This design comes from an exercise in tuning for small area and a short achievable clock period on the open sky130 flow, not from production work.
Function was checked by simulation only, so behaviour that the tests miss may differ from the original.
Power figures rest on the tool's default switching activity, not on a simulated workload.

===== flow/standard.sh =====
#!/bin/bash
# synth_recipe.tcl (not shown) runs the flow's synth.tcl, then flattens the netlist and writes it again
# the make line also repeats each setting of config.mk as NAME=value (left out here)
make -C /OpenROAD-flow-scripts/flow DESIGN_CONFIG=/design/flow/config.mk WORK_HOME=/design/flow/orfs CLKGATE_MAP_FILE= SYNTH_SCRIPT=/design/flow/synth_recipe.tcl "${@:-finish}"

===== flow/config.mk =====
export PLATFORM = sky130hd
export DESIGN_NAME = decodeStage
export DESIGN_NICKNAME = decodeStage
export VERILOG_FILES = /design/flow/design.v
export SDC_FILE = /design/flow/constraint.sdc
export NUM_CORES = 8
export LEC_CHECK = 0
export CAP_MARGIN = 20
export CORE_MARGIN = 2
export CORE_UTILIZATION = 32
export PLACE_DENSITY = 0.4
export SETUP_SLACK_MARGIN = 2.0
export SLEW_MARGIN = 20
export SYNTH_HIERARCHICAL = 1

===== flow/flow/run.sh =====
#!/bin/bash
# The standard layout (standard.sh: the standard flow's synthesis and ORFS flow) with:
# - plain buffers, instead of delay cells, on the ports;
# - a clock tree of small buffers in larger clusters, without dummy loads.
set -euo pipefail
bash standard.sh \
  "BUFFER_PORTS_ARGS=-buffer_cell sky130_fd_sc_hd__buf_2" \
  "CTS_ARGS=-sink_clustering_enable -repair_clock_nets -dont_use_dummy_load -sink_clustering_size 24 -sink_clustering_max_diameter 60 -buf_list {sky130_fd_sc_hd__clkbuf_2 sky130_fd_sc_hd__clkbuf_8}" \
  finish > standard_flow.log 2>&1

===== flow/design.v =====
`default_nettype none
`timescale 1ns/1ps
package sparcPkg;
    localparam int WordWidth = 32;      
    localparam int RegAddrWidth = 5;
    localparam int RegCount = 32;       
    localparam logic [RegAddrWidth-1:0] ZeroReg = 5'd0;    
    localparam logic [RegAddrWidth-1:0] LinkReg = 5'd15;   
    typedef enum logic [1:0]
    {
        fmtBranch = 2'd0,    
        fmtCall   = 2'd1,
        fmtArith  = 2'd2,    
        fmtMemory = 2'd3     
    } instrFormat;
    typedef enum logic [3:0]
    {
        aluAdd   = 4'd0,
        aluAddc  = 4'd1,
        aluSub   = 4'd2,
        aluSubc  = 4'd3,
        aluAnd   = 4'd4,
        aluOr    = 4'd5,
        aluXor   = 4'd6,
        aluXnor  = 4'd7,
        aluAndn  = 4'd8,
        aluOrn   = 4'd9,
        aluSll   = 4'd10,
        aluSrl   = 4'd11,
        aluSra   = 4'd12,
        aluPassB = 4'd14     
    } aluOp;
    typedef enum logic [1:0]
    {
        sizeByte = 2'd0,
        sizeHalf = 2'd1,
        sizeWord = 2'd2
    } memSize;
endpackage
`default_nettype wire
`default_nettype none
`timescale 1ns/1ps
import sparcPkg::*;
module instructionDecoder
(
    input wire [WordWidth-1:0] instr,
    output logic jmplInstr,
    output logic storeInstr,
    output logic signExtend,
    output logic loadInstr,
    output logic regWrite,
    output logic modifyCc,
    output logic callInstr,
    output logic branchInstr,
    output logic annul,
    output logic dataMemEnable,
    output logic [3:0] aluSel,
    output logic [1:0] accessSize,
    output logic [RegAddrWidth-1:0] destReg
);
    logic [1:0] format;
    logic [5:0] op3;         
    logic [3:0] arithCode;   
    assign format = instr[31:30];
    assign op3 = instr[24:19];
    assign arithCode = instr[22:19];
    always_comb
    begin
        jmplInstr = 1'b0;
        storeInstr = 1'b0;
        signExtend = 1'b0;
        loadInstr = 1'b0;
        regWrite = 1'b0;
        modifyCc = 1'b0;
        callInstr = 1'b0;
        branchInstr = 1'b0;
        annul = 1'b0;
        dataMemEnable = 1'b0;
        aluSel = aluAdd;
        accessSize = sizeByte;
        destReg = instr[29:25];   
        case (format)
            fmtCall:
            begin
                callInstr = 1'b1;
                regWrite = 1'b1;
                destReg = LinkReg;   
            end
            fmtBranch:
            begin
                if (instr == '0)
                begin
                end
                else if (instr[24:22] != 3'd4)
                begin
                    branchInstr = 1'b1;
                    annul = instr[29];   
                end
                else
                begin
                    regWrite = 1'b1;   
                    aluSel = aluPassB;
                end
            end
            fmtArith:
            begin
                regWrite = 1'b1;
                if (op3 == 6'd56)
                begin
                    jmplInstr = 1'b1;   
                    aluSel = aluAdd;
                end
                else
                begin
                    modifyCc = instr[23];   
                    case (arithCode)
                        4'd0: aluSel = aluAdd;
                        4'd8: aluSel = aluAddc;
                        4'd4: aluSel = aluSub;
                        4'd12: aluSel = aluSubc;
                        4'd1: aluSel = aluAnd;
                        4'd2: aluSel = aluOr;
                        4'd3: aluSel = aluXor;
                        4'd5: aluSel = instr[24] ? aluSll : aluAndn;
                        4'd6: aluSel = instr[24] ? aluSrl : aluOrn;
                        4'd7: aluSel = instr[24] ? aluSra : aluXnor;
                        default: aluSel = aluAdd;   
                    endcase
                end
            end
            fmtMemory:
            begin
                dataMemEnable = 1'b1;
                case (op3)
                    6'd9:
                    begin
                        loadInstr = 1'b1;   
                        signExtend = 1'b1;
                        accessSize = sizeByte;
                    end
                    6'd10:
                    begin
                        loadInstr = 1'b1;   
                        signExtend = 1'b1;
                        accessSize = sizeHalf;
                    end
                    6'd0:
                    begin
                        loadInstr = 1'b1;
                        accessSize = sizeWord;
                    end
                    6'd1: loadInstr = 1'b1;   
                    6'd2:
                    begin
                        loadInstr = 1'b1;   
                        accessSize = sizeHalf;
                    end
                    6'd5: storeInstr = 1'b1;   
                    6'd6:
                    begin
                        storeInstr = 1'b1;
                        accessSize = sizeHalf;
                    end
                    6'd4:
                    begin
                        storeInstr = 1'b1;
                        accessSize = sizeWord;
                    end
                    default: accessSize = sizeByte;   
                endcase
                regWrite = loadInstr;   
            end
        endcase
    end
endmodule
`default_nettype wire
`default_nettype none
`timescale 1ns/1ps
module registerSlot
(
    input wire write,
    input wire hold,
    input wire d,
    input wire q,
    output logic y
);
    assign y = (write & d) | (hold & q);
endmodule
`default_nettype wire
`default_nettype none
`timescale 1ns/1ps
module readAoi222
(
    input wire a0, input wire b0,
    input wire a1, input wire b1,
    input wire a2, input wire b2,
    output logic y
);
    assign y = ~((a0 & b0) | (a1 & b1) | (a2 & b2));
endmodule
module readNand2
(
    input wire a, input wire b,
    output logic y
);
    assign y = ~(a & b);
endmodule
module readNand4
(
    input wire a, input wire b, input wire c, input wire d,
    output logic y
);
    assign y = ~(a & b & c & d);
endmodule
module readNand3
(
    input wire a, input wire b, input wire c,
    output logic y
);
    assign y = ~(a & b & c);
endmodule
module readOr3
(
    input wire a, input wire b, input wire c,
    output logic y
);
    assign y = a | b | c;
endmodule
module registerReadCombiner
(
    input wire [31:1] sel,
    input wire [31:1] data,
    output logic y
);
    wire [10:0] n;   
    for (genvar g = 0; g < 10; g++)
    begin : gAoi
        readAoi222 aoi (
            .a0(sel[3*g+1]), .b0(data[3*g+1]),
            .a1(sel[3*g+2]), .b1(data[3*g+2]),
            .a2(sel[3*g+3]), .b2(data[3*g+3]),
            .y(n[g])
        );
    end
    readNand2 last (.a(sel[31]), .b(data[31]), .y(n[10]));
    wire [2:0] m;
    readNand4 c0 (.a(n[0]), .b(n[1]), .c(n[2]), .d(n[3]), .y(m[0]));
    readNand4 c1 (.a(n[4]), .b(n[5]), .c(n[6]), .d(n[7]), .y(m[1]));
    readNand3 c2 (.a(n[8]), .b(n[9]), .c(n[10]), .y(m[2]));
    readOr3 c3 (.a(m[0]), .b(m[1]), .c(m[2]), .y(y));
endmodule
`default_nettype wire
`default_nettype none
`timescale 1ns/1ps
import sparcPkg::*;
module registerFile
(
    input wire Clk,
    input wire reset,
    input wire writeEnable,
    input wire [RegAddrWidth-1:0] writeAddr,
    input wire [WordWidth-1:0] writeData,
    input wire [RegAddrWidth-1:0] readAddrA,
    input wire [RegAddrWidth-1:0] readAddrB,
    input wire [RegAddrWidth-1:0] readAddrC,
    output logic [WordWidth-1:0] portA,
    output logic [WordWidth-1:0] portB,
    output logic [WordWidth-1:0] portC
);
    logic [WordWidth-1:0] word [1:RegCount-1];
    logic [WordWidth-1:0] writeValue;
    logic [RegCount-1:1] wrSel, wrHold;
    always_comb
    begin
        writeValue = reset ? '0 : writeData;
        for (int i = 1; i < RegCount; i++)
        begin
            wrSel[i] = reset || (writeEnable && writeAddr == RegAddrWidth'(i));
            wrHold[i] = !wrSel[i];
        end
    end
    for (genvar i = 1; i < RegCount; i++)
    begin : gWord
        wire [WordWidth-1:0] next;
        for (genvar b = 0; b < WordWidth; b++)
        begin : gBit
            registerSlot slot (.write(wrSel[i]), .hold(wrHold[i]), .d(writeValue[b]),
                               .q(word[i][b]), .y(next[b]));
        end
        always_ff @(posedge Clk)
            word[i] <= next;
    end
    logic [RegCount-1:1] selA, selB, selC;
    always_comb
    begin
        for (int i = 1; i < RegCount; i++)
        begin
            selA[i] = readAddrA == RegAddrWidth'(i);
            selB[i] = readAddrB == RegAddrWidth'(i);
            selC[i] = readAddrC == RegAddrWidth'(i);
        end
    end
    for (genvar b = 0; b < WordWidth; b++)
    begin : gBit
        wire [RegCount-1:1] column;
        for (genvar i = 1; i < RegCount; i++)
        begin : gReg
            assign column[i] = word[i][b];
        end
        registerReadCombiner readA (.sel(selA), .data(column), .y(portA[b]));
        registerReadCombiner readB (.sel(selB), .data(column), .y(portB[b]));
        registerReadCombiner readC (.sel(selC), .data(column), .y(portC[b]));
    end
endmodule
`default_nettype wire
`default_nettype none
`timescale 1ns/1ps
import sparcPkg::*;
module decodeStage
(
    input wire Clk,
    input wire reset,
    input wire [WordWidth-1:0] instr,
    input wire writeEnable,
    input wire [RegAddrWidth-1:0] writeAddr,
    input wire [WordWidth-1:0] writeData,
    input wire [RegAddrWidth-1:0] readAddrA,
    input wire [RegAddrWidth-1:0] readAddrB,
    input wire [RegAddrWidth-1:0] readAddrC,
    output logic jmplInstr,
    output logic storeInstr,
    output logic signExtend,
    output logic loadInstr,
    output logic regWrite,
    output logic modifyCc,
    output logic callInstr,
    output logic branchInstr,
    output logic annul,
    output logic dataMemEnable,
    output logic [3:0] aluSel,
    output logic [1:0] accessSize,
    output logic [RegAddrWidth-1:0] destReg,
    output logic [WordWidth-1:0] portA,
    output logic [WordWidth-1:0] portB,
    output logic [WordWidth-1:0] portC
);
    instructionDecoder instructionDecoder_i (
        .instr(instr),
        .jmplInstr(jmplInstr),
        .storeInstr(storeInstr),
        .signExtend(signExtend),
        .loadInstr(loadInstr),
        .regWrite(regWrite),
        .modifyCc(modifyCc),
        .callInstr(callInstr),
        .branchInstr(branchInstr),
        .annul(annul),
        .dataMemEnable(dataMemEnable),
        .aluSel(aluSel),
        .accessSize(accessSize),
        .destReg(destReg)
    );
    registerFile registerFile_i (
        .Clk(Clk),
        .reset(reset),
        .writeEnable(writeEnable),
        .writeAddr(writeAddr),
        .writeData(writeData),
        .readAddrA(readAddrA),
        .readAddrB(readAddrB),
        .readAddrC(readAddrC),
        .portA(portA),
        .portB(portB),
        .portC(portC)
    );
endmodule
`default_nettype wire

===== flow/constraint.sdc =====
create_clock -name core_clock -period 7.0 [get_ports {Clk}]
set_input_delay 1.4000 -clock core_clock [delete_from_list [all_inputs] [get_ports {Clk}]]
set_output_delay 1.4000 -clock core_clock [all_outputs]
set_load 0.01 [all_outputs]

==> results of run 1 <==
==> cell usage in the layout, fill, tap and decap left out, types with 5 or more instances in the layout <==
| master | count |
|---|---|
| inv_1 | 8 |
| nand2b_4 | 12 |
| a22o_1 | 992 |
| nor4_1 | 6 |
| or3b_4 | 6 |
| nand2_1 | 101 |
| buf_2 | 135 |
| clkbuf_16 | 9 |
| dfxtp_1 | 992 |
| nand4_1 | 194 |
| buf_16 | 28 |
| a222oi_1 | 960 |
| nand3_1 | 96 |
| nor2_1 | 10 |
| nor3_1 | 5 |
| buf_12 | 124 |
| buf_6 | 131 |
| or3_1 | 35 |
| buf_4 | 313 |
| nor2b_1 | 5 |
| nor2b_2 | 25 |
| a31o_2 | 8 |
| buf_8 | 18 |
| diode_2 | 18 |
| nor2b_4 | 7 |
| or3_4 | 67 |
| nor2_2 | 6 |
| a31oi_4 | 8 |
| a21o_2 | 22 |
| a21oi_4 | 23 |
| clkbuf_8 | 115 |
| ha_1 | 10 |
| nand3b_1 | 6 |
| nor2_4 | 74 |
| nor3_4 | 30 |
==> area by class of cell <==
class	instances	area [um2]	area share (%)
antenna	18	45.04	0.07922
clock buffer	115	1583	2.784
inverter	8	30.03	0.05282
sequential	992	19860	34.93
tap	1768	2212	3.891
timing repair buffer	760	8314	14.62
multi-input combinational	2754	24810	43.64
==> timing repair <==
item	CTS	global route
pin swaps	432	226
cloned	44	8
setup buffers	255	61
endpoints found under the setup margin	96	95
gates resized for setup	344	114
==> cells in the mapped netlist, drive strengths merged, types with 6 or more instances <==
library cell	count
nor2	73
nand4	194
clkbuf	12
buf	25
a222oi	960
a21oi	25
nor4	6
nand3b	6
or3	102
inv	8
a21o	23
nand2b	14
a31oi	8
dfxtp	992
nand2	108
a22o	992
or3b	6
nand3	100
a31o	8
nor2b	37
nor3	36
ha	10
==> per-module statistics from Yosys (local to each module, per instance), excerpt <==
| module | flops+latches | cells inside | cell area, um2 |
|---|---|---|---|
| instructionDecoder | 0 | 76 | 514.2 |
| readAoi222 | 0 | 1 | 10.01 |
| readNand2 | 0 | 1 | 3.754 |
| readNand3 | 0 | 1 | 5.005 |
| readNand4 | 0 | 1 | 6.256 |
| readOr3 | 0 | 1 | 6.256 |
| registerFile | 992 | 1266 | 21400 |
| registerSlot | 0 | 1 | 8.758 |
==> power by group through the flow <==
stage	Combinational, mW	Sequential [mW]	Clock, mW
finish	2.30	6.67	3.65
global route	2.31	6.71	3.87
CTS	2.14	6.62	3.67
detailed placement	1.89	6.74	0
global placement	1.87	6.75	0
floorplan	0.957	6.60	0
==> routing by layer <==
metal / vias to the layer above / track usage (%) / part of all wire (%) / wire, um
met5: - / 0.6643 / 0.065 / 203
met4: 20 / 26.41 / 7.6 / 23470
met3: 1126 / 18.70 / 16 / 49060
met2: 5227 / 57.89 / 39 / 121100
met1: 25430 / 54.42 / 38 / 117000
li1: 19760 / - / - / -
==> worst paths after layout <==
kind,to,depth (start not counted),slack [ns]
setup / recovery,portA[25],9,1.65
hold / removal,registerFile_i.word[28][3]$_DFF_P_,1,0.52
setup reg to reg,registerFile_i.word[12][0]$_DFF_P_,1,6.29
hold reg to reg,registerFile_i.word[28][3]$_DFF_P_,1,0.52
==> metrics by stage <==
stage          instances  util, %
6_report            6415    42.71
5_1_grt             6410    42.70
4_1_cts             6327    41.75
3_5_place_dp        5913    36.75
3_3_place_gp        5911    36.71
2_1_floorplan       3774        -
==> logic make-up (layout without fill, tap and decap cells) <==
kind of cell,Yosys count,count (layout),share of synthesized area (%)
flops,992,992,46.34
fa+ha+maj,10,10,0.2920
compound gates,2029,2029,43.91
other cells,0,18,0
buf+inv,45,883,0.5051
simple gates,698,715,8.947
==> worst max-delay path, delay by kind of cell <==
kind                   cells  cell delay, ns
AND/OR/NAND/NOR            4            1.49
buffers and inverters      4            0.56
AO/OA/AOI/OAI              1            0.48
==> run notes, run 1 <==
CTS Hold Bufs 0; CP Capture Type output pin; Critical Path, Cell by Cell buf_16 -> or3b_4 -> buf_6 -> nor2_4 -> buf_12 -> a222oi_1 -> nand4_1 -> or3_1 -> buf_2; sequential power share 52.8%; global route total overflow 0; Avg Inst Size Synth 11.35 um2; tightest hold margin 0.5240 ns; clk sinks 992; Num CTS Buffers 115; CP Launch Type input pin; LEAKAGE 21.48 nW; largest net degree at the start of global routing 38; Area contributors post-synth dfxtp_1 (46%), a222oi_1 (22%), a22o_1 (20%); Reg-to-Reg Start registerFile_i.word[12][0]$_DFF_P_; drt total wl 310.8 mm; Critical Path RT 5.60 ns; final slew viol count 0; Worst EP arrival 3.95 ns; Max VDD drop 0.0001415 V; DP Area 0.04892 mm2; sequential fraction of the synthesis area 46.34%; launch point of the worst path readAddrA[0]; Hold Violations, Final 0; Cell variety after synth 49; top flop regs registerFile_i.word: 992 flops; pwr/cell area 222.0 mW/mm2; synth warn 10; DR iter-0 viols 15690; HP Class reg -> reg; sw frac 32.94%; Tightest Pin Transition 1.251 ns; CTS tree done; core area 0.1331 mm2; final worst setup slack 1.648 ns; Layout Nets 4728; detailed-route via count 51570; share of the synthesized area in the top cell type 46.34%; hold_sp registerFile_i.word[28][3]$_DFF_P_; crit path max fanout 8; vias in the first global route 46840; Max clock buf depth 3; Design Power 12.62 mW; Net Sw Power 4.157 mW; Final setup viols 0; number of synthesized flops with an enable pin 0; die footprint 0.1369 mm2; I/O pins 204; global-route wire length before repair 406.1 mm; hpwl dp 167.8 mm; Slowest-stage cell, CP nand4_1; Area Overhead vs Synth 32.68%; status no timing/DRC/antenna violations; Residual DRC 0; main flop type after synthesis dfxtp_1; final instance area 0.05686 mm2; post-place setup slack 1.119 ns; chip width 369.9 um; GPL Wtd Cong 0.8616; Port Buffers 203; initial core utilization 32.19%; post-synthesis async set-or-reset flop share 0%; Root Buffer clkbuf_8; skew final 0 ns; Synth Cell Area 0.04285 mm2; period utilization 76.45%; headroom to the max-slew limit 16.59%; WS Path Type in -> out; Antenna Violating Nets Remaining 0; Rows 134; Skew-Pair Late Insertion Delay 0.82 ns; register bit total from synthesis 992; Synth area leader dfxtp_1; Highest Clock Rate 0.1869 GHz; Top reg by flops registerFile_i.word; clock slew at reported path FFs 0.06 ns; die height 369.9 um; slowest stage delay, CP 0.58 ns; internal power 8.465 mW; RSZ-0062 raised after global routing true; Fill cells 12700; minimum clock period 5.352 ns; cell count after synthesis 3774; initial antenna violation count 18; Net Count, Synth 3871; max FFs per register 992; post-route setup TNS 0 ns; All-Layer GR Usage 42.55%; max cap viols 0; fraction of layout cells with a size suffix above 1 25.64%; Clock power frac 28.9%; Via-to-Cell Ratio 8.038; routed wire length per instance 48.44 um; Comb pwr share 18.2%; number of iterations in the first detailed-routing pass 15; H-tree levels 3
==> inputs of run 2 (changes only) <==
--- a/flow/design.v
+++ b/flow/design.v
@@ -205,26 +205,26 @@
 );
     assign y = ~(a & b);
 endmodule
-module readNand4
+module readAnd4
 (
     input wire a, input wire b, input wire c, input wire d,
     output logic y
 );
-    assign y = ~(a & b & c & d);
+    assign y = a & b & c & d;
 endmodule
-module readNand3
+module readAnd3
 (
     input wire a, input wire b, input wire c,
     output logic y
 );
-    assign y = ~(a & b & c);
+    assign y = a & b & c;
 endmodule
-module readOr3
+module readNand3
 (
     input wire a, input wire b, input wire c,
     output logic y
 );
-    assign y = a | b | c;
+    assign y = ~(a & b & c);
 endmodule
 module registerReadCombiner
 (
@@ -244,10 +244,10 @@
     end
     readNand2 last (.a(sel[31]), .b(data[31]), .y(n[10]));
     wire [2:0] m;
-    readNand4 c0 (.a(n[0]), .b(n[1]), .c(n[2]), .d(n[3]), .y(m[0]));
-    readNand4 c1 (.a(n[4]), .b(n[5]), .c(n[6]), .d(n[7]), .y(m[1]));
-    readNand3 c2 (.a(n[8]), .b(n[9]), .c(n[10]), .y(m[2]));
-    readOr3 c3 (.a(m[0]), .b(m[1]), .c(m[2]), .y(y));
+    readAnd4 c0 (.a(n[0]), .b(n[1]), .c(n[2]), .d(n[3]), .y(m[0]));
+    readAnd4 c1 (.a(n[4]), .b(n[5]), .c(n[6]), .d(n[7]), .y(m[1]));
+    readAnd3 c2 (.a(n[8]), .b(n[9]), .c(n[10]), .y(m[2]));
+    readNand3 c3 (.a(m[0]), .b(m[1]), .c(m[2]), .y(y));
 endmodule
 `default_nettype wire
 `default_nettype none
==> flow/flow/run.sh (replaced) <==
#!/bin/bash
# The standard layout (standard.sh: the standard flow's synthesis and ORFS flow) with:
# - plain buffers, instead of delay cells, on the ports;
# - a clock tree of small buffers in larger clusters, without dummy loads.
set -euo pipefail
bash standard.sh \
  "BUFFER_PORTS_ARGS=-buffer_cell sky130_fd_sc_hd__buf_4" \
  "CTS_ARGS=-sink_clustering_enable -repair_clock_nets -dont_use_dummy_load -sink_clustering_size 24 -sink_clustering_max_diameter 60 -buf_list {sky130_fd_sc_hd__clkbuf_4 sky130_fd_sc_hd__clkbuf_8}" \
  finish > standard_flow.log 2>&1
==> run 2 against run 1 <==
Net effect: still clean on timing, DRC and antenna; clock skew stayed put; hold slack better by 0.0030 ns; utilization is 2.8 points lower; final area is 5.3% lower; flip-flop and latch count stayed put; first-iteration DRC count is 6.2% higher; sequential share of layout area is 1.9 points higher; synthesized cell count stayed put; combinational power is 5% lower; sequential power hardly changed; maximum frequency is 4.2% higher; clock power hardly changed; critical endpoint is now portB[30]; largest cell class unchanged; highest routed layer unchanged.
==> run notes, run 2 <==
hold_sp registerFile_i.word[31][22]$_DFF_P_; Rows 135 (+0.75%); tightest hold margin 0.5270 ns (+0.002967 ns); final slew viol count 0 (unchanged); global route total overflow 0 (unchanged); Hold Path Stages 1 (unchanged); Post-synth top cells a22o_1 (992), dfxtp_1 (992), a222oi_1 (960); CP Launch Type input pin; hold path endpoint registerFile_i.word[31][22]$_DFF_P_; drt total wl 308.4 mm (-0.75%); Max VDD drop 0.0001646 V (+16%); synth warn 10 (unchanged); sequential fraction of the synthesis area 45.83% (-0.51 points); DP Area 0.05007 mm2 (+2.4%); Port Buffers 203 (unchanged); Tightest Pin Transition 1.289 ns (+0.03750 ns); Top delay family on crit path simple AND/OR/NAND/NOR gates; max cap viols 0 (unchanged); largest net degree at the start of global routing 61 (+61%); final worst setup slack 1.865 ns (+0.2168 ns); share of the synthesized area in the top cell type 45.83% (-0.51 points); All-Layer GR Usage 42.13% (-0.42 points); number of iterations in the first detailed-routing pass 22 (+7); core area 0.1350 mm2 (+1.4%); WS Path Type in -> out; Net Count, Synth 3871 (unchanged); top flop regs registerFile_i.word: 992 flops; Synth area leader dfxtp_1; Max clock buf depth 3 (unchanged); Critical Path RT 5.60 ns (about the same); Final Util 39.90% (-2.8 points); launch point of the worst path readAddrB[0]; Num CTS Buffers 115 (unchanged); Residual DRC 0 (unchanged); Reg-to-Reg Start registerFile_i.word[6][31]$_DFF_P_; most frequent cells in the layout a22o_1 (992), dfxtp_1 (992), a222oi_1 (960); Top reg by flops registerFile_i.word; main flop type after synthesis dfxtp_1; slowest stage delay, CP 0.59 ns (about the same); period utilization 73.36% (-3.1 points); FF-to-FF setup slack 6.32 ns (+0.03 ns); Via-to-Cell Ratio 8.308 (+3.4%); max FFs per register 992 (unchanged); Buf/Inv on CP 3 (-1); headroom to the max-slew limit 14.09% (-2.5 points); routed wire length per instance 49.40 um (+2.0%); hpwl dp 171.9 mm (+2.4%); FF-to-FF path depth 1 (unchanged); initial antenna violation count 30 (+12); final instance area 0.05385 mm2 (-5.3%); initial core utilization 32.11% (-0.082 points); FF-to-FF End registerFile_i.word[6][31]$_DFF_P_; detailed-route via count 51870 (+0.59%); register bit total from synthesis 992 (unchanged); Antenna Violating Nets Remaining 0 (unchanged); WL met2 124.5 mm (+2.9%); sw frac 33.12% (+0.19 points); minimum clock period 5.135 ns (-0.2168 ns); met3 wire len 49.48 mm (+0.84%); number of synthesized flops with an enable pin 0 (unchanged); most frequent CP cell buf_4; die height 372.0 um (+0.55%); skew final 0 ns (unchanged); status no timing/DRC/antenna violations; Critical Path, Cell by Cell buf_6 -> or3b_4 -> nor2_4 -> buf_4 -> a222oi_1 -> and4_1 -> nand3_1 -> buf_4; pwr/cell area 232.0 mW/mm2 (+4.5%); Net Sw Power 4.139 mW (-0.45%); Skew-Pair Late Insertion Delay 0.87 ns (+0.05 ns); post-route setup TNS 0 ns (unchanged); Highest Clock Rate 0.1947 GHz (+4.2%); RSZ-0062 raised after global routing true; Area Overhead vs Synth 24.28%; internal power 8.356 mW (-1.3%); Clock power frac 29.2% (+0.3 points); fraction of layout cells with a size suffix above 1 23.21% (-2.4 points); DR iter-0 viols 16660 (+6.2%); post-place setup slack 1.159 ns (+0.03992 ns); I/O pins 204 (unchanged); Root Buffer clkbuf_8; CTS tree done; global-route wire length before repair 407.3 mm (+0.28%); LEAKAGE 18.99 nW (-12%); M1 wire length 113.0 mm (-3.4%); crit path max fanout 16 (+8); Hold Violations, Final 0 (unchanged); GPL Wtd Cong 0.9359 (+8.6%); Worst EP arrival 3.73 ns (-0.22 ns); sequential power share 53.4% (+0.6 points); Area contributors post-synth dfxtp_1 (46%), a222oi_1 (22%), a22o_1 (20%); clk sinks 992 (unchanged); Top Metal Used met5; Comb pwr share 17.5% (-0.7 points); cell count after synthesis 3774 (unchanged); Slowest-stage cell, CP a222oi_1; post-synthesis async set-or-reset flop share 0% (unchanged); Avg Inst Size Synth 11.48 um2 (+1.1%); Final setup viols 0 (unchanged); chip width 372.0 um (+0.55%); CP Capture Type output pin; Layout Nets 4549 (-3.8%); clock slew at reported path FFs 0.07 ns (about the same); H-tree levels 3 (unchanged); HP Class reg -> reg; Cell variety after synth 50 (+2.0%); die footprint 0.1384 mm2 (+1.1%); vias in the first global route 48200 (+2.9%); Synth Cell Area 0.04333 mm2 (+1.1%)
run 2: cell count changes after synthesis:
cell     previous run  this run
or3_1             102         6
and3_1              0        96
and4_1              1       193
nand4_1           194         2
run 2: worst max path at each step:
| stage | end | slack, ns | cells after the start |
|---|---|---|---|
| detailed placement | portC[5] | 1.16 | 8 |
| global placement | portC[23] | 1.22 | 8 |
| global route | portB[13] | 1.95 | 8 |
| finish | portB[30] | 1.87 | 8 |
| floorplan | portA[0] | 2.10 | 5 |
| CTS | portC[13] | 2.00 | 8 |
run 2: metal layers:
layer | track usage [%] | up-vias
met5 | 2.063 | -
met3 | 19.08 | 1314
met1 | 52.29 | 25630
met4 | 23.88 | 30
met2 | 59.68 | 5523
li1 | - | 19370
run 2: Yosys stat by module, one instance, submodules excluded, excerpt:
module,times used,cells,area [um2]
instructionDecoder,1,76,514.2
readAnd3,96,1,6.256
readAnd4,192,1,8.758
readNand2,96,1,3.754
readNand3,96,1,5.005
registerFile,1,1266,21400
registerSlot,992,1,8.758
run 2: layout make-up:
class	count	area, um2
diodes	12	30.03
clock buffers	115	1583
fillers	12920	81110
inverters	8	30.03
multi-input cells	2749	25030
flip-flops and latches	992	19860
well taps	1781	2228
repair buffers	586	5089
run 2: power by group through the flow:
stage	combinational, mW	clock, mW	sequential (mW)
after detailed placement	1.98	0	6.74
final	2.18	3.64	6.67
after global routing	2.19	3.84	6.71
after CTS	2.06	3.64	6.62
after floorplan	0.958	0	6.60
after global placement	1.94	0	6.71
run 2: logic make-up (layout without fill, tap and decap cells):
kind of cell | count (synthesis) | in the layout | share of synthesized area [%]
compound gates | 2029 | 2029 | 43.43
fa+ha+maj | 10 | 10 | 0.2888
simple gates | 698 | 710 | 9.956
flops | 992 | 992 | 45.83
other cells | 0 | 12 | 0
buf+inv | 45 | 709 | 0.4995
run 2: timing repair:
action / 4_1_cts / 5_1_grt
pin swaps: 71 / 21
gates cloned: 12 / 0
endpoints found under the setup margin: 96 / 83
hold buffers: 0 / 0
endpoints found under the hold margin: 0 / 0
resized for setup: 141 / 59
setup buffers: 142 / 9
run 2: metrics by stage:
step                      cells  power [mW]
final                      6243       12.49
after global routing       6232       12.74
after CTS                  6222       12.32
after detailed placement   5953       8.716
after global placement     5952       8.649
after floorplan            3774       7.560
==> inputs of run 3 (changes only) <==
--- a/flow/design.v
+++ b/flow/design.v
@@ -176,6 +176,21 @@
 `default_nettype wire
 `default_nettype none
 `timescale 1ns/1ps
+import sparcPkg::*;
+module readAddressDecoder
+(
+    input wire [RegAddrWidth-1:0] addr,
+    output logic [RegCount-1:1] sel
+);
+    always_comb
+    begin
+        for (int i = 1; i < RegCount; i++)
+            sel[i] = addr == RegAddrWidth'(i);
+    end
+endmodule
+`default_nettype wire
+`default_nettype none
+`timescale 1ns/1ps
 module registerSlot
 (
     input wire write,
@@ -290,26 +305,26 @@
         always_ff @(posedge Clk)
             word[i] <= next;
     end
-    logic [RegCount-1:1] selA, selB, selC;
-    always_comb
-    begin
-        for (int i = 1; i < RegCount; i++)
-        begin
-            selA[i] = readAddrA == RegAddrWidth'(i);
-            selB[i] = readAddrB == RegAddrWidth'(i);
-            selC[i] = readAddrC == RegAddrWidth'(i);
-        end
-    end
-    for (genvar b = 0; b < WordWidth; b++)
-    begin : gBit
-        wire [RegCount-1:1] column;
-        for (genvar i = 1; i < RegCount; i++)
-        begin : gReg
-            assign column[i] = word[i][b];
+    localparam int Groups = 4;
+    localparam int GroupBits = WordWidth / Groups;
+    for (genvar g = 0; g < Groups; g++)
+    begin : gGroup
+        wire [RegCount-1:1] selA, selB, selC;
+        readAddressDecoder decA (.addr(readAddrA), .sel(selA));
+        readAddressDecoder decB (.addr(readAddrB), .sel(selB));
+        readAddressDecoder decC (.addr(readAddrC), .sel(selC));
+        for (genvar k = 0; k < GroupBits; k++)
+        begin : gBit
+            localparam int b = g * GroupBits + k;
+            wire [RegCount-1:1] column;
+            for (genvar i = 1; i < RegCount; i++)
+            begin : gReg
+                assign column[i] = word[i][b];
+            end
+            registerReadCombiner readA (.sel(selA), .data(column), .y(portA[b]));
+            registerReadCombiner readB (.sel(selB), .data(column), .y(portB[b]));
+            registerReadCombiner readC (.sel(selC), .data(column), .y(portC[b]));
         end
-        registerReadCombiner readA (.sel(selA), .data(column), .y(portA[b]));
-        registerReadCombiner readB (.sel(selB), .data(column), .y(portB[b]));
-        registerReadCombiner readC (.sel(selC), .data(column), .y(portC[b]));
     end
 endmodule
 `default_nettype wire
==> flow/flow/run.sh (replaced) <==
#!/bin/bash
# The standard layout (standard.sh: the standard flow's synthesis and ORFS flow) with:
# - plain buffers, instead of delay cells, on the ports, the smallest one
#   on ports off the read paths (io_buffers.tcl);
# - a clock tree of small buffers in larger clusters, without dummy loads.
set -euo pipefail
here=$(cd "$(dirname "$0")" && pwd)
bash standard.sh \
  "BUFFER_PORTS_ARGS=-buffer_cell sky130_fd_sc_hd__buf_4" \
  "POST_GLOBAL_PLACE_TCL=$here/io_buffers.tcl" \
  "CTS_ARGS=-sink_clustering_enable -repair_clock_nets -dont_use_dummy_load -sink_clustering_size 20 -sink_clustering_max_diameter 50 -buf_list {sky130_fd_sc_hd__clkbuf_4 sky130_fd_sc_hd__clkbuf_8}" \
  finish > standard_flow.log 2>&1
==> flow/flow/io_buffers.tcl (new file) <==
# After global placement: the buffers of ports off the read paths (instr,
# the write port, reset, and the decoder's outputs) become the smallest
# buffer. The read addresses and read data keep their larger buffers.
set block [ord::get_db_block]
set n 0
foreach bterm [$block getBTerms] {
  set name [$bterm getName]
  if {[regexp {^(readAddr[ABC]|port[ABC]|Clk)} $name]} continue
  set net [$bterm getNet]
  if {$net eq "NULL"} continue
  foreach it [$net getITerms] {
    set inst [$it getInst]
    if {[[$inst getMaster] getName] eq "sky130_fd_sc_hd__buf_4"} {
      replace_cell [$inst getName] sky130_fd_sc_hd__buf_1
      incr n
    }
  }
}
puts "io_buffers.tcl: $n port buffers made buf_1"
--- a/flow/config.mk
+++ b/flow/config.mk
@@ -9,6 +9,6 @@
 export CORE_MARGIN = 2
 export CORE_UTILIZATION = 32
 export PLACE_DENSITY = 0.4
-export SETUP_SLACK_MARGIN = 2.0
+export SETUP_SLACK_MARGIN = 2.2
 export SLEW_MARGIN = 20
 export SYNTH_HIERARCHICAL = 1
==> run 3 against run 2 <==
Net effect: highest routed layer unchanged; synthesized area increased by 4.5%; clock power increased by about 10%; largest power group unchanged; utilization decreased by 1.8 points; sequential share of layout area increased by 0.088 points.
==> run notes, run 3 <==
Via-to-Cell Ratio 7.646 (-8.0%); initial antenna violation count 13 (-57%); post-synthesis async set-or-reset flop share 0% (unchanged); H-tree levels 4 (+1); CP Launch Type input pin; Top reg by flops registerFile_i.word; Synth area leader dfxtp_1; final instance area 0.05372 mm2 (-0.24%); Critical Path, Cell by Cell buf_12 -> or2_2 -> nor2_2 -> a222oi_1 -> and4_1 -> nand3_1 -> buf_4; Top delay family on crit path simple AND/OR/NAND/NOR gates; register bit total from synthesis 992 (unchanged); FF-to-FF setup slack 6.28 ns (-0.04 ns); Post-synth top cells a22o_1 (992), dfxtp_1 (992), a222oi_1 (960); Port Buffers 203 (unchanged); global-route wire length before repair 369.5 mm (-9.3%); Critical Path Stages 7 (-1); HP Class reg -> reg; largest net degree at the start of global routing 52 (-15%); global route total overflow 0 (unchanged); Residual DRC 0 (unchanged); Area contributors post-synth dfxtp_1 (44%), a222oi_1 (21%), a22o_1 (19%); hold_sp registerFile_i.word[14][10]$_DFF_P_; Layout Nets 4691 (+3.1%); detailed-route via count 49620 (-4.3%); placed cell count 6274 (+5.4%); crit path max fanout 16 (unchanged); Highest Clock Rate 0.2031 GHz (+4.3%); clk sinks 992 (unchanged); clock slew at reported path FFs 0.05 ns (-0.02 ns); number of synthesized flops with an enable pin 0 (unchanged); Net Count, Synth 4282 (+11%); tightest hold margin 0.5227 ns (-0.004274 ns); RSZ-0062 raised after global routing true; Antenna Violating Nets Remaining 0 (unchanged); drt total wl 272.7 mm (-12%); Synth Cell Area 0.04527 mm2 (+4.5%); synth warn 11 (+1); chip width 380.1 um (+2.2%); I/O pins 204 (unchanged); max FFs per register 992 (unchanged); Avg Inst Size Synth 10.82 um2 (-5.8%); die footprint 0.1445 mm2 (+4.4%); FF-to-FF End registerFile_i.word[2][16]$_DFF_P_; WS Path Type in -> out; Root Buffer clkbuf_8; LEAKAGE 17.80 nW (-6.3%); DP Area 0.04969 mm2 (-0.75%); post-route setup TNS 0 ns (unchanged); Max VDD drop 0.0001221 V (-26%); max cap viols 0 (unchanged); Worst EP arrival 3.52 ns (-0.21 ns); minimum clock period 4.924 ns (-0.2114 ns); Final Util 38.08% (-1.8 points); cell count after synthesis 4185 (+11%); DR iter-0 viols 12090 (-27%); Reg-to-Reg Start registerFile_i.word[2][16]$_DFF_P_; number of iterations in the first detailed-routing pass 22 (unchanged); top flop regs registerFile_i.word: 992 flops; Buf/Inv on CP 2 (-1); Num CTS Buffers 142 (+23%); Rows 138 (+2.2%); Final setup viols 0 (unchanged); Finished Layout Cells 6490 (+4.0%); hpwl dp 182.4 mm (+6.1%); Skew-Pair Late Insertion Delay 0.88 ns (about the same); status no timing/DRC/antenna violations; All-Layer GR Usage 35.43% (-6.7 points); fraction of layout cells with a size suffix above 1 20.32% (-2.9 points); Slowest-stage cell, CP a222oi_1; main flop type after synthesis dfxtp_1; share of the synthesized area in the top cell type 43.87% (-2.0 points); Cell variety after synth 49 (-2.0%); headroom to the max-slew limit 16.91% (+2.8 points); period utilization 70.34% (-3.0 points); initial core utilization 32.09% (about the same); core area 0.1411 mm2 (+4.5%); slowest stage delay, CP 0.65 ns (+0.06 ns); Design Power 12.82 mW (+2.6%); routed wire length per instance 42.02 um (-15%); Hold Violations, Final 0 (unchanged); Critical Path RT 5.60 ns (about the same); die height 380.1 um (+2.2%); final slew viol count 0 (unchanged); final worst setup slack 2.076 ns (+0.2114 ns); skew final 0 ns (unchanged); Tightest Pin Transition 1.246 ns (-0.04222 ns); Hold Path Stages 1 (unchanged); most frequent cells in the layout a22o_1 (992), dfxtp_1 (992), a222oi_1 (960); CP Capture Type output pin; CTS Hold Bufs 0 (unchanged); post-place setup slack 1.619 ns (+0.4594 ns); vias in the first global route 45470 (-5.7%); Max clock buf depth 3 (unchanged); CTS tree done; pwr/cell area 238.6 mW/mm2 (+2.9%); hold path endpoint registerFile_i.word[14][10]$_DFF_P_; sequential fraction of the synthesis area 43.87% (-2.0 points); FF-to-FF path depth 1 (unchanged); Area Overhead vs Synth 18.68%
run 3: per-layer routing:
layer  vias up  global-route usage (%)  wire [um]  share of wire [%]
met5         -                  0.5622        132              0.048
met4         6                   16.05      13880                5.1
met3       699                   8.065      29120                 11
met2      3877                   54.35     118700                 44
met1     24960                   47.19     110800                 41
li1      20080                       -          -                  -
run 3: what timing repair did:
action                     CTS  global route
setup endpoints to repair   96            94
pin swaps                   57            42
setup buffers               49            16
resized for setup          413           113
run 3: how the worst max path moves through the flow:
stage / startpoint / to / slack (ns)
6_report: readAddrB[3] / portB[24] / 2.08
2_1_floorplan: readAddrA[4] / portA[0] / 2.98
3_3_place_gp: readAddrB[1] / portB[31] / 1.62
4_1_cts: readAddrA[3] / portA[2] / 2.15
3_5_place_dp: readAddrB[1] / portB[31] / 1.62
5_1_grt: readAddrA[2] / portA[21] / 2.18
run 3: power by group:
| group | total, mW | internal [mW] | leakage, nW | switching (mW) |
|---|---|---|---|---|
| clock | 4.01 | 1.79 | 1.02 | 2.22 |
| sequential | 6.73 | 6.13 | 8.25 | 0.597 |
| combinational | 2.08 | 0.766 | 8.53 | 1.31 |
| total | 12.8 | 8.68 | 17.8 | 4.14 |
run 3: cells by family (layout without fill, tap and decap cells):
| logic type | after synthesis | count (layout) | share of synthesized area [%] |
|---|---|---|---|
| AO/OA/AOI/OAI | 2029 | 2029 | 41.57 |
| AND/OR/NAND/NOR | 1082 | 1082 | 13.60 |
| flip-flops | 992 | 992 | 43.87 |
| buffers and inverters | 72 | 479 | 0.6882 |
| adder cells (fa/ha/maj) | 10 | 10 | 0.2764 |
| other | 0 | 8 | 0 |
run 3: per-module statistics from Yosys (local to each module, per instance), a selection:
module              cells inside  cell area [um2]  times used  flops+latches
readAnd4                       1            8.758         192              0
readAoi222                     1            10.01         960              0
readAnd3                       1            6.256          96              0
instructionDecoder            76            514.2           1              0
readNand2                      1            3.754          96              0
registerFile                1125            20720           1            992
readAddressDecoder            46            217.7          12              0
registerSlot                   1            8.758         992              0
readNand3                      1            5.005          96              0
run 3: area by class of cell:
class | count | area [um2]
fill | 13990 | 87340
multi-input combinational | 3121 | 27120
sequential | 992 | 19860
timing repair buffer | 329 | 2377
tap | 1890 | 2365
clock buffer | 142 | 1954
inverter | 8 | 30.03
antenna | 8 | 20.02
==> inputs of run 4 (changes only) <==
--- a/flow/design.v
+++ b/flow/design.v
@@ -305,7 +305,7 @@
         always_ff @(posedge Clk)
             word[i] <= next;
     end
-    localparam int Groups = 4;
+    localparam int Groups = 2;
     localparam int GroupBits = WordWidth / Groups;
     for (genvar g = 0; g < Groups; g++)
     begin : gGroup
==> run 4 against run 3 <==
Net effect: register-to-register slack better by 0.04 ns; synthesized cell count down 6.6%; critical path type unchanged; still clean on timing, DRC and antenna; clock-buffer cell count down 2; die area down 2.9%; via count down 0.29%; highest routed layer unchanged; largest cell class unchanged; maximum frequency up 0.21%; combinational power about the same.
==> run notes, run 4 <==
status no timing/DRC/antenna violations; drt total wl 282.5 mm (+3.6%); Tightest Pin Transition 1.212 ns (-0.03476 ns); FF-to-FF End registerFile_i.word[9][15]$_DFF_P_; Port Buffers 203 (unchanged); FF-to-FF path depth 1 (unchanged); Root Buffer clkbuf_8; post-route setup TNS 0 ns (unchanged); vias in the first global route 45230 (-0.53%); cell count after synthesis 3909 (-6.6%); Synth area leader dfxtp_1; largest family of logic cells by synthesized area compound AO/OA/AOI/OAI gates; Rows 136 (-1.4%); clock slew at reported path FFs 0.06 ns (about the same); Net Sw Power 4.109 mW (-0.67%); max cap viols 0 (unchanged); routed wire length per instance 44.59 um (+6.1%); headroom to the max-slew limit 19.22% (+2.3 points); initial antenna violation count 20 (+7); DR iter-0 viols 13230 (+9.4%); FF-to-FF setup slack 6.32 ns (+0.04 ns); skew final 0 ns (unchanged); hold_sp registerFile_i.word[30][11]$_DFF_P_; Clock power frac 31.4% (about the same); global-route wire length before repair 378.1 mm (+2.3%); hpwl dp 168.9 mm (-7.4%); chip width 374.7 um (-1.4%); Avg Inst Size Synth 11.25 um2 (+4.0%); CP Capture Type output pin; HP Class reg -> reg; synth warn 11 (unchanged); Post-synth top cells a22o_1 (992), dfxtp_1 (992), a222oi_1 (960); met3 wire len 33.95 mm (+17%); Cell variety after synth 49 (unchanged); number of iterations in the first detailed-routing pass 15 (-32%); period utilization 70.19% (-0.15 points); post-synthesis async set-or-reset flop share 0% (unchanged); Residual DRC 0 (unchanged); Synth Area in Adders 0.2846% (+0.0082 points); Skew-Pair Late Insertion Delay 0.91 ns (+0.03 ns); hold path endpoint registerFile_i.word[30][11]$_DFF_P_; internal power 8.665 mW (-0.23%); Num CTS Buffers 140 (-1.4%); Area Overhead vs Synth 21.03%; Final setup viols 0 (unchanged); max FFs per register 992 (unchanged); minimum clock period 4.913 ns (-0.01029 ns); main flop type after synthesis dfxtp_1; detailed-route via count 49480 (-0.29%); RSZ-0062 raised after global routing true; final slew viol count 0 (unchanged); Reg-to-Reg Start registerFile_i.word[9][15]$_DFF_P_; clk sinks 992 (unchanged); Area contributors post-synth dfxtp_1 (45%), a222oi_1 (22%), a22o_1 (20%); Critical Path RT 5.60 ns (about the same); Net Count, Synth 4006 (-6.4%); share of the synthesized area in the top cell type 45.17% (+1.3 points); Comb pwr share 16.3% (about the same); die height 374.7 um (-1.4%); initial core utilization 32.09% (about the same); number of synthesized flops with an enable pin 0 (unchanged); Synth Area in Compound Gates 42.80% (+1.2 points); Hold Violations, Final 0 (unchanged); global route total overflow 0 (unchanged); fraction of synthesized cell area in xor and xnor cells 0% (unchanged); sequential power share 52.3% (-0.2 points); Hold Path Stages 1 (unchanged); WL met2 119.8 mm (+0.93%); I/O pins 204 (unchanged); sw frac 32.17% (-0.096 points); M1 wire length 108.5 mm (-2.1%); Synth Cell Area 0.04396 mm2 (-2.9%); fraction of layout cells with a size suffix above 1 19.86% (-0.45 points); CTS tree done; All-Layer GR Usage 37.82% (+2.4 points); core area 0.1370 mm2 (-2.9%); largest net degree at the start of global routing 59 (+13%); Highest Clock Rate 0.2035 GHz (+0.21%); WS Path Type in -> out; Max VDD drop 0.0001088 V (-11%); CTS Hold Bufs 0 (unchanged); sequential fraction of the synthesis area 45.17% (+1.3 points); Layout Nets 4630 (-1.3%); top flop regs registerFile_i.word: 992 flops; Fill cells 13410 (-4.1%); placed cell count 6128 (-2.3%); Finished Layout Cells 6335 (-2.4%); CP Launch Type input pin; crit path max fanout 16 (unchanged); Top Metal Used met5; LEAKAGE 18.77 nW (+5.5%); H-tree levels 4 (unchanged); Top reg by flops registerFile_i.word; Worst EP arrival 3.51 ns (about the same); pwr/cell area 240.1 mW/mm2 (+0.59%); register bit total from synthesis 992 (unchanged); Max clock buf depth 3 (unchanged); Antenna Violating Nets Remaining 0 (unchanged); mux cell area share after synthesis 0% (unchanged); most frequent cells in the layout a22o_1 (992), dfxtp_1 (992), a222oi_1 (960); Via-to-Cell Ratio 7.810 (+2.1%); Post-Synth Simple-Gate Area 11.19% (-2.4 points); die footprint 0.1404 mm2 (-2.9%)
==> run 4: changes by cell type in the layout (fill, tap and decap cells not counted), moves of 28 or more <==
cell | previous run | this run
nor2_2 | 280 | 6
buf_4 | 217 | 379
nor2_1 | 54 | 155
and4_1 | 161 | 88
and4_4 | 11 | 56
nand3_1 | 106 | 65
buf_6 | 2 | 39
nand3_2 | 3 | 37
and4_2 | 21 | 49
==> run 4: critical path, stage by stage <==
cell      delay (ns)
buf_6           0.13
or3b_4          0.30
nor2_1          0.08
buf_4           0.26
a222oi_1        0.60
and4_1          0.40
nand3_1         0.15
buf_4           0.17
==> run 4: metrics by stage <==
step | total power [mW] | setup WS [ns] | utilization (%) | instance area [um2] | hold slack (ns)
after global routing | 13.12 | 2.137 | 38.83 | 53190 | 0.5386
after CTS | 12.68 | 2.111 | 38.21 | 52350 | 0.5207
after floorplan | 7.574 | 2.675 | - | 43960 | 0.4815
final | 12.77 | 2.087 | 38.84 | 53210 | 0.5252
after global placement | 8.698 | 1.552 | 36.55 | 50070 | 0.5005
after detailed placement | 8.681 | 1.581 | 36.31 | 49730 | 0.5046
==> run 4: power groups by stage <==
| stage | combinational (mW) | sequential, mW | clock (mW) |
|---|---|---|---|
| after floorplan | 0.972 | 6.60 | 0 |
| after global placement | 1.93 | 6.77 | 0 |
| after detailed placement | 1.93 | 6.76 | 0 |
| after CTS | 1.97 | 6.64 | 4.07 |
| after global routing | 2.12 | 6.73 | 4.27 |
| final | 2.08 | 6.68 | 4.01 |
==> run 4: area by class of cell <==
cell class / instances / area, um2 / area share, %
multi-input cells: 2863 / 25190 / 47.33
repair buffers: 528 / 3938 / 7.400
inverters: 8 / 30.03 / 0.05643
flip-flops and latches: 992 / 19860 / 37.32
well taps: 1794 / 2245 / 4.218
diodes: 10 / 25.02 / 0.04703
clock buffers: 140 / 1927 / 3.621
==> run 4: how the worst max path moves through the flow <==
stage | from | slack (ns) | end
finish | readAddrC[1] | 2.09 | portC[8]
global route | readAddrA[0] | 2.14 | portA[25]
CTS | readAddrA[1] | 2.11 | portA[17]
detailed placement | readAddrA[2] | 1.58 | portA[2]
global placement | readAddrA[2] | 1.55 | portA[2]
floorplan | readAddrA[4] | 2.68 | portA[0]
==> run 4: logic make-up (layout without fill, tap and decap cells) <==
kind of cell	count (synthesis)	after routing
AO/OA/AOI/OAI	2029	2029
flip-flops	992	992
AND/OR/NAND/NOR	824	824
buffers and inverters	54	676
adder cells (fa/ha/maj)	10	10
other	0	10
==> run 4: routing by layer <==
metal | vias up | GRT usage, %
li1 | 19650 | -
met4 | 20 | 23.32
met2 | 4285 | 56.26
met1 | 24620 | 47.95
met3 | 899 | 11.13
met5 | - | 0
==> run 4: what timing repair did <==
action | in CTS | in global routing
cloned | 0 | 4
endpoints found under the setup margin | 96 | 93
buffers inserted | 17 | 36
gates resized for setup | 179 | 162
pin swaps | 36 | 76
==> run 4: modules after synthesis, one instance, submodules excluded, a selection <==
| module | cells | flops+latches | cell area [um2] | copies in the design |
|---|---|---|---|---|
| registerFile | 1125 | 992 | 20720 | 1 |
| instructionDecoder | 76 | 0 | 514.2 | 1 |
| readAddressDecoder | 46 | 0 | 217.7 | 6 |
| readAoi222 | 1 | 0 | 10.01 | 960 |
| readAnd4 | 1 | 0 | 8.758 | 192 |
| registerSlot | 1 | 0 | 8.758 | 992 |
| readAnd3 | 1 | 0 | 6.256 | 96 |
| readNand3 | 1 | 0 | 5.005 | 96 |
| readNand2 | 1 | 0 | 3.754 | 96 |
==> inputs of run 5 (changes only) <==
--- a/flow/config.mk
+++ b/flow/config.mk
@@ -8,7 +8,7 @@
 export CAP_MARGIN = 20
 export CORE_MARGIN = 2
 export CORE_UTILIZATION = 32
-export PLACE_DENSITY = 0.4
+export PLACE_DENSITY = 0.3
 export SETUP_SLACK_MARGIN = 2.2
 export SLEW_MARGIN = 20
 export SYNTH_HIERARCHICAL = 1
==> run 5 against run 4 <==
Net effect: still clean on timing, DRC and antenna; die area is the same; via count shrank 1.6%; sequential share of layout area grew 0.44 points; routed wire length shrank 0.47%; non-clock buffer count shrank 30; hold slack is essentially flat; utilization shrank 0.45 points; highest routed layer unchanged.
==> run notes, run 5 <==
status no timing/DRC/antenna violations; hpwl dp 170.0 mm (+0.64%); initial antenna violation count 13 (-35%); Final setup viols 0 (unchanged); main flop type after synthesis dfxtp_1; top flop regs registerFile_i.word: 992 flops; Design Power 12.81 mW (+0.31%); synth warn 11 (unchanged); period utilization 69.85% (-0.34 points); routed wire length per instance 44.57 um (about the same); global route total overflow 0 (unchanged); Area Overhead vs Synth 19.61%; CP Launch Type input pin; minimum clock period 4.890 ns (-0.02370 ns); Avg Inst Size Synth 11.25 um2 (unchanged); CTS tree done; H-tree levels 4 (unchanged); max FFs per register 992 (unchanged); cell count after synthesis 3909 (unchanged); clk sinks 992 (unchanged); share of the synthesized area in the top cell type 45.17% (unchanged); Critical Path RT 5.60 ns (about the same); most frequent cells in the layout a22o_1 (992), dfxtp_1 (992), a222oi_1 (960); Synth Cell Area 0.04396 mm2 (unchanged); Synth area leader dfxtp_1; Net Count, Synth 4006 (unchanged); Multi-input gate area 0.02489 mm2 (-1.2%); Max VDD drop 0.0001225 V (+13%); CP Capture Type output pin; chip width 374.7 um (unchanged); Area contributors post-synth dfxtp_1 (45%), a222oi_1 (22%), a22o_1 (20%); Rows 136 (unchanged); DR iter-0 viols 12820 (-3.1%); Num CTS Buffers 144 (+2.9%); detailed-route via count 48700 (-1.6%); Cell variety after synth 49 (unchanged); number of synthesized flops with an enable pin 0 (unchanged); final slew viol count 0 (unchanged); Via-to-Cell Ratio 7.721 (-1.1%); die footprint 0.1404 mm2 (unchanged); post-route setup TNS 0 ns (unchanged); HP Class reg -> reg; core area 0.1370 mm2 (unchanged); Root Buffer clkbuf_8; clock slew at reported path FFs 0.06 ns (about the same); post-synthesis async set-or-reset flop share 0% (unchanged); drt total wl 281.1 mm (-0.47%); RSZ-0062 raised after global routing true; tightest hold margin 0.5247 ns (-0.0005000 ns); Skew-Pair Late Insertion Delay 0.88 ns (-0.03 ns); Sequential cell area 0.01986 mm2 (unchanged); Hold Violations, Final 0 (unchanged); Residual DRC 0 (unchanged); Fill cells 13480 (+0.48%); LEAKAGE 18.43 nW (-1.8%); Highest Clock Rate 0.2045 GHz (+0.48%); Tightest Pin Transition 1.255 ns (+0.04341 ns); Port Buffers 203 (unchanged); skew final 0 ns (unchanged); I/O pins 204 (unchanged); WS Path Type in -> out; final instance area 0.05259 mm2 (-1.2%); All-Layer GR Usage 37.70% (-0.12 points); DP Area 0.04972 mm2 (about the same); sequential fraction of the synthesis area 45.17% (unchanged); vias in the first global route 45040 (-0.41%); global-route wire length before repair 376.3 mm (-0.48%); initial core utilization 32.09% (unchanged); Post-synth top cells a22o_1 (992), dfxtp_1 (992), a222oi_1 (960); headroom to the max-slew limit 16.33% (-2.9 points); Max clock buf depth 3 (unchanged); pwr/cell area 243.7 mW/mm2 (+1.5%); CTS Hold Bufs 0 (unchanged); die height 374.7 um (unchanged); max cap viols 0 (unchanged); register bit total from synthesis 992 (unchanged); Layout Nets 4604 (-0.56%); Worst EP arrival 3.49 ns (-0.02 ns); Antenna Violating Nets Remaining 0 (unchanged); largest net degree at the start of global routing 35 (-41%); crit path max fanout 16 (unchanged); number of iterations in the first detailed-routing pass 14 (-1); fraction of layout cells with a size suffix above 1 18.71% (-1.2 points); Top reg by flops registerFile_i.word
## run 5: cell counts after synthesis
No cell type changed its count.
## run 5: through the flow
step	util, %	worst slack, ns	cells
6_report	38.39	2.110	6308
4_1_cts	38.09	2.138	6290
3_5_place_dp	36.30	1.591	6131
5_1_grt	38.38	2.129	6300
2_1_floorplan	-	2.675	3909
3_3_place_gp	36.54	1.664	6131
## run 5: final timing paths
check	start	end	slack (ns)	cells after the start
setup / recovery	readAddrC[3]	portC[18]	2.11	8
hold reg to reg	registerFile_i.word[31][16]$_DFF_P_	registerFile_i.word[31][16]$_DFF_P_	0.52	1
setup reg to reg	registerFile_i.word[17][3]$_DFF_P_	registerFile_i.word[17][3]$_DFF_P_	6.26	1
hold / removal	registerFile_i.word[31][16]$_DFF_P_	registerFile_i.word[31][16]$_DFF_P_	0.52	1
## run 5: kinds of logic (layout without fill, tap and decap cells)
family	Yosys count	in the layout	synth area share (%)
other cells	0	9	0
flops	992	992	45.17
compound gates	2029	2029	42.80
buf+inv	54	650	0.5549
simple gates	824	824	11.19
fa+ha+maj	10	10	0.2846
## run 5: final cells by class
| cell class | instances | area share [%] |
|---|---|---|
| flip-flops and latches | 992 | 37.76 |
| multi-input cells | 2863 | 47.33 |
| inverters | 8 | 0.05710 |
| clock buffers | 144 | 3.769 |
| well taps | 1794 | 4.268 |
| diodes | 9 | 0.04283 |
| repair buffers | 498 | 6.769 |
## run 5: modules after synthesis (local to each module, per instance), excerpt
module | flops+latches | area [um2] | cells inside
registerFile | 992 | 20720 | 1125
instructionDecoder | 0 | 514.2 | 76
readNand2 | 0 | 3.754 | 1
readNand3 | 0 | 5.005 | 1
readAoi222 | 0 | 10.01 | 1
readAnd4 | 0 | 8.758 | 1
readAnd3 | 0 | 6.256 | 1
readAddressDecoder | 0 | 217.7 | 46
## run 5: timing repair
action / 4_1_cts / 5_1_grt
pin swaps: 26 / 68
buffers inserted: 14 / 7
setup endpoints to repair: 96 / 86
gates resized for setup: 138 / 122
gates cloned: 1 / 2
## run 5: worst max-delay path: stages
cell	delay [ns]
buf_4	0.17
nand2b_2	0.28
nor2_1	0.08
buf_4	0.23
a222oi_1	0.46
and4_2	0.38
nand3_1	0.24
buf_4	0.23
## run 5: layer usage
| layer | GRT usage, % | vias up | wire length (um) |
|---|---|---|---|
| met5 | 0 | - | 95 |
| met4 | 23.11 | 14 | 20410 |
| met3 | 10.81 | 896 | 33210 |
| met2 | 56.29 | 4153 | 118700 |
| met1 | 47.88 | 24070 | 108700 |
| li1 | - | 19580 | - |
## run 5: power by group
| group | internal (mW) | switching, mW | leakage [nW] | total, mW |
|---|---|---|---|---|
| registers | 6.13 | 0.550 | 8.25 | 6.68 |
| clock network | 1.81 | 2.28 | 1.04 | 4.09 |
| logic | 0.749 | 1.29 | 9.15 | 2.04 |
==> inputs of run 6 (changes only) <==
==> flow/flow/run.sh (replaced) <==
#!/bin/bash
# The standard layout (standard.sh: the standard flow's synthesis and ORFS flow) with:
# - plain buffers, instead of delay cells, on the ports, the smallest one
#   on ports off the read paths (io_buffers.tcl);
# - global placement that weighs more of the critical nets, and more;
# - a clock tree of small buffers in larger clusters, without dummy loads.
set -euo pipefail
here=$(cd "$(dirname "$0")" && pwd)
bash standard.sh \
  "BUFFER_PORTS_ARGS=-buffer_cell sky130_fd_sc_hd__buf_4" \
  "GLOBAL_PLACEMENT_ARGS=-timing_driven_net_weight_max 5 -timing_driven_nets_percentage 30" \
  "POST_GLOBAL_PLACE_TCL=$here/io_buffers.tcl" \
  "CTS_ARGS=-sink_clustering_enable -repair_clock_nets -dont_use_dummy_load -sink_clustering_size 20 -sink_clustering_max_diameter 50 -buf_list {sky130_fd_sc_hd__clkbuf_4 sky130_fd_sc_hd__clkbuf_8}" \
  finish > standard_flow.log 2>&1
==> run 6 against run 5 <==
Net effect: power decreased by 0.28%; critical path depth stayed put; critical path type unchanged; largest cell class unchanged; first-iteration DRC count fell by 1.4%; largest power group unchanged; via count down 0.26%; flip-flop and latch count unchanged; clock skew did not move; synthesized cell count did not move; clock power fell by 2%.
==> run notes, run 6 <==
hpwl dp 176.7 mm (+3.9%); Port Buffers 203 (unchanged); Net Count, Synth 4006 (unchanged); Fill cells 13610 (+0.96%); Net Sw Power 4.126 mW (+0.13%); final worst setup slack 2.117 ns (+0.006410 ns); drt total wl 279.1 mm (-0.72%); sw frac 32.29% (+0.13 points); Num CTS Buffers 142 (-1.4%); WL met2 123.0 mm (+3.7%); DP Area 0.04969 mm2 (about the same); Final setup viols 0 (unchanged); HP Class reg -> reg; Worst EP arrival 3.48 ns (about the same); Slowest-stage cell, CP a222oi_1; final instance area 0.05223 mm2 (-0.68%); most frequent CP cell buf_4; max cap viols 0 (unchanged); Hold Path Stages 1 (unchanged); Max VDD drop 0.0001284 V (+4.9%); Avg Inst Size Synth 11.25 um2 (unchanged); Post-synth top cells a22o_1 (992), dfxtp_1 (992), a222oi_1 (960); status no timing/DRC/antenna violations; Via-to-Cell Ratio 7.722 (about the same); Hold Violations, Final 0 (unchanged); RSZ-0062 raised after global routing true; Cell variety after synth 49 (unchanged); sequential fraction of the synthesis area 45.17% (unchanged); I/O pins 204 (unchanged); Synth area leader dfxtp_1; slowest stage delay, CP 0.57 ns (+0.11 ns); met3 wire len 28.87 mm (-13%); clk sinks 992 (unchanged); Critical Path, Cell by Cell buf_4 -> or3b_4 -> nor2_1 -> buf_4 -> a222oi_1 -> and4_2 -> nand3_1 -> buf_4; largest net degree at the start of global routing 38 (+8.6%); global route total overflow 0 (unchanged); initial core utilization 32.09% (unchanged); clock slew at reported path FFs 0.07 ns (about the same); DR iter-0 viols 12640 (-1.4%); number of iterations in the first detailed-routing pass 13 (-1); Root Buffer clkbuf_8; Tightest Pin Transition 1.272 ns (+0.01735 ns); FF-to-FF setup slack 6.21 ns (-0.05 ns); Top reg by flops registerFile_i.word; skew final 0 ns (unchanged); number of synthesized flops with an enable pin 0 (unchanged); Top Metal Used met5; cell count after synthesis 3909 (unchanged); Comb pwr share 15.5% (-0.4 points); Antenna Violating Nets Remaining 0 (unchanged); CP Launch Type input pin; Synth Cell Area 0.04396 mm2 (unchanged); H-tree levels 4 (unchanged); die footprint 0.1404 mm2 (unchanged); crit path max fanout 16 (unchanged); final slew viol count 0 (unchanged); synth warn 11 (unchanged); Highest Clock Rate 0.2048 GHz (+0.13%); Rows 136 (unchanged); Max clock buf depth 3 (unchanged); max FFs per register 992 (unchanged); period utilization 69.76% (-0.092 points); internal power 8.652 mW (-0.48%); routed wire length per instance 44.37 um (-0.45%); chip width 374.7 um (unchanged); CP Capture Type output pin; Reg-to-Reg Start registerFile_i.word[17][4]$_DFF_P_; headroom to the max-slew limit 15.17% (-1.2 points); main flop type after synthesis dfxtp_1; hold_sp registerFile_i.word[5][9]$_DFF_P_; top flop regs registerFile_i.word: 992 flops; post-route setup TNS 0 ns (unchanged); Top delay family on crit path simple AND/OR/NAND/NOR gates; fraction of layout cells with a size suffix above 1 17.69% (-1.0 points); Layout Nets 4587 (-0.37%); LEAKAGE 18.25 nW (-0.97%); global-route wire length before repair 375.8 mm (-0.12%); FF-to-FF path depth 1 (unchanged); sequential power share 53.0% (+0.8 points); FF-to-FF End registerFile_i.word[17][4]$_DFF_P_; M1 wire length 105.2 mm (-3.2%); Finished Layout Cells 6291 (-0.27%); placed cell count 6126 (-0.082%); vias in the first global route 45200 (+0.34%); post-synthesis async set-or-reset flop share 0% (unchanged); All-Layer GR Usage 37.57% (-0.13 points); Area contributors post-synth dfxtp_1 (45%), a222oi_1 (22%), a22o_1 (20%); minimum clock period 4.883 ns (-0.006410 ns); register bit total from synthesis 992 (unchanged); detailed-route via count 48580 (-0.26%); Clock power frac 31.5% (-0.4 points); hold path endpoint registerFile_i.word[5][9]$_DFF_P_; Skew-Pair Late Insertion Delay 0.89 ns (about the same); initial antenna violation count 13 (unchanged); Design Power 12.78 mW (-0.28%); Buf/Inv on CP 3 (unchanged); post-place setup slack 1.769 ns (+0.1774 ns); core area 0.1370 mm2 (unchanged); Critical Path RT 5.60 ns (about the same); most frequent cells in the layout a22o_1 (992), dfxtp_1 (992), a222oi_1 (960); Area Overhead vs Synth 18.80%; die height 374.7 um (unchanged); CTS tree done; share of the synthesized area in the top cell type 45.17% (unchanged); Residual DRC 0 (unchanged); pwr/cell area 244.6 mW/mm2 (+0.40%); WS Path Type in -> out
==> run 6: logic make-up (layout without fill, tap and decap cells) <==
logic type / Yosys count / after routing / synth area share, %
buffers and inverters: 54 / 633 / 0.5549
adder cells (fa/ha/maj): 10 / 10 / 0.2846
AO/OA/AOI/OAI: 2029 / 2029 / 42.80
other: 0 / 9 / 0
AND/OR/NAND/NOR: 824 / 824 / 11.19
flip-flops: 992 / 992 / 45.17
==> run 6: per-module statistics from Yosys (local to each module, per instance), a selection <==
| module | flip-flops and latches | copies in the design | cells inside | area, um2 |
|---|---|---|---|---|
| readAnd4 | 0 | 192 | 1 | 8.758 |
| registerFile | 992 | 1 | 1125 | 20720 |
| readAnd3 | 0 | 96 | 1 | 6.256 |
| readNand3 | 0 | 96 | 1 | 5.005 |
| registerSlot | 0 | 992 | 1 | 8.758 |
| readAoi222 | 0 | 960 | 1 | 10.01 |
| readAddressDecoder | 0 | 6 | 46 | 217.7 |
| instructionDecoder | 0 | 1 | 76 | 514.2 |
| readNand2 | 0 | 96 | 1 | 3.754 |
==> run 6: routing by layer <==
layer  vias up  track usage (%)
met5         -          0.06861
met4        18            23.87
met3       952            8.612
met2      3929            59.11
met1     24140            46.28
li1      19540                -
==> run 6: final cells by class <==
cell class                      instances  area [um2]  share of cell area (%)
Timing Repair Buffer                  483        3361                   6.435
Sequential cell                       992       19860                   38.02
Multi-Input combinational cell       2863       24760                   47.40
Antenna cell                            9       22.52                 0.04312
Inverter                                8       30.03                 0.05749
Clock buffer                          142        1954                   3.742
Tap cell                             1794        2245                   4.298
==> run 6: stage by stage <==
stage / utilization, % / hold slack [ns]
CTS: 37.82 / 0.5213
floorplan: - / 0.4815
global placement: 36.51 / 0.5019
global route: 38.12 / 0.5362
detailed placement: 36.28 / 0.5044
finish: 38.13 / 0.5271
==> run 6: how the worst max path moves through the flow <==
stage | start | endpoint | depth (start not counted)
after floorplan | readAddrA[4] | portA[0] | 6
after global placement | readAddrB[0] | portB[11] | 7
after detailed placement | readAddrB[2] | portB[21] | 8
after CTS | readAddrA[0] | portA[8] | 9
after global routing | readAddrB[2] | portB[30] | 8
final | readAddrA[2] | portA[16] | 8
==> run 6: timing repair <==
item                       4_1_cts  5_1_grt
setup endpoints to repair       77       88
gates cloned                     0        0
pin swaps                        2       40
gates resized for setup         53      114
setup buffers                    2       11
hold buffers                     0        0
==> run 6: power groups by stage <==
stage | registers [mW] | clock network [mW] | logic [mW]
6_report | 6.77 | 4.02 | 1.98
3_3_place_gp | 6.87 | 0 | 1.89
3_5_place_dp | 6.84 | 0 | 1.88
5_1_grt | 6.81 | 4.29 | 2.03
4_1_cts | 6.73 | 4.08 | 1.89
2_1_floorplan | 6.60 | 0 | 0.972

[re-timing with driven ports]
The flow's constraints put no driver on any port. The routed layouts listed below were extracted and timed again, unchanged, in two steps.
Step 1, drivers: a clkbuf_16 drives Clk and a buf_2 each remaining input, both assumed.
Step 2 moves the port delays by t, midway between the first and last clock arrival at a register: inputs arrive t later, outputs are due t later. That takes back most of the time a late clock gives input paths.
a / b / c = ideal ports / drivers / drivers and shift; a / b = the first two.
run	t, ns	setup slack, ns	slew at the worst register clock pin (ns)	worst data-port slew with drivers (ns)
run 1	0.918	1.648 / 1.577 / 1.577	0.12 / 0.12	0.22
run 2	0.919	1.865 / 1.701 / 1.701	0.11 / 0.11	0.24
run 3	0.944	2.076 / 2.007 / 2.007	0.10 / 0.10	0.14
run 4	0.957	2.087 / 1.919 / 1.919	0.11 / 0.11	0.22
run 5	0.956	2.110 / 1.950 / 1.950	0.09 / 0.09	0.19
run 6	0.956	2.117 / 1.969 / 1.969	0.10 / 0.10	0.18
After both steps setup and hold are still met in every run listed. The setup slack of run 4, which loses most, moves by -0.168 ns with the drivers and by -0.168 ns with both steps.
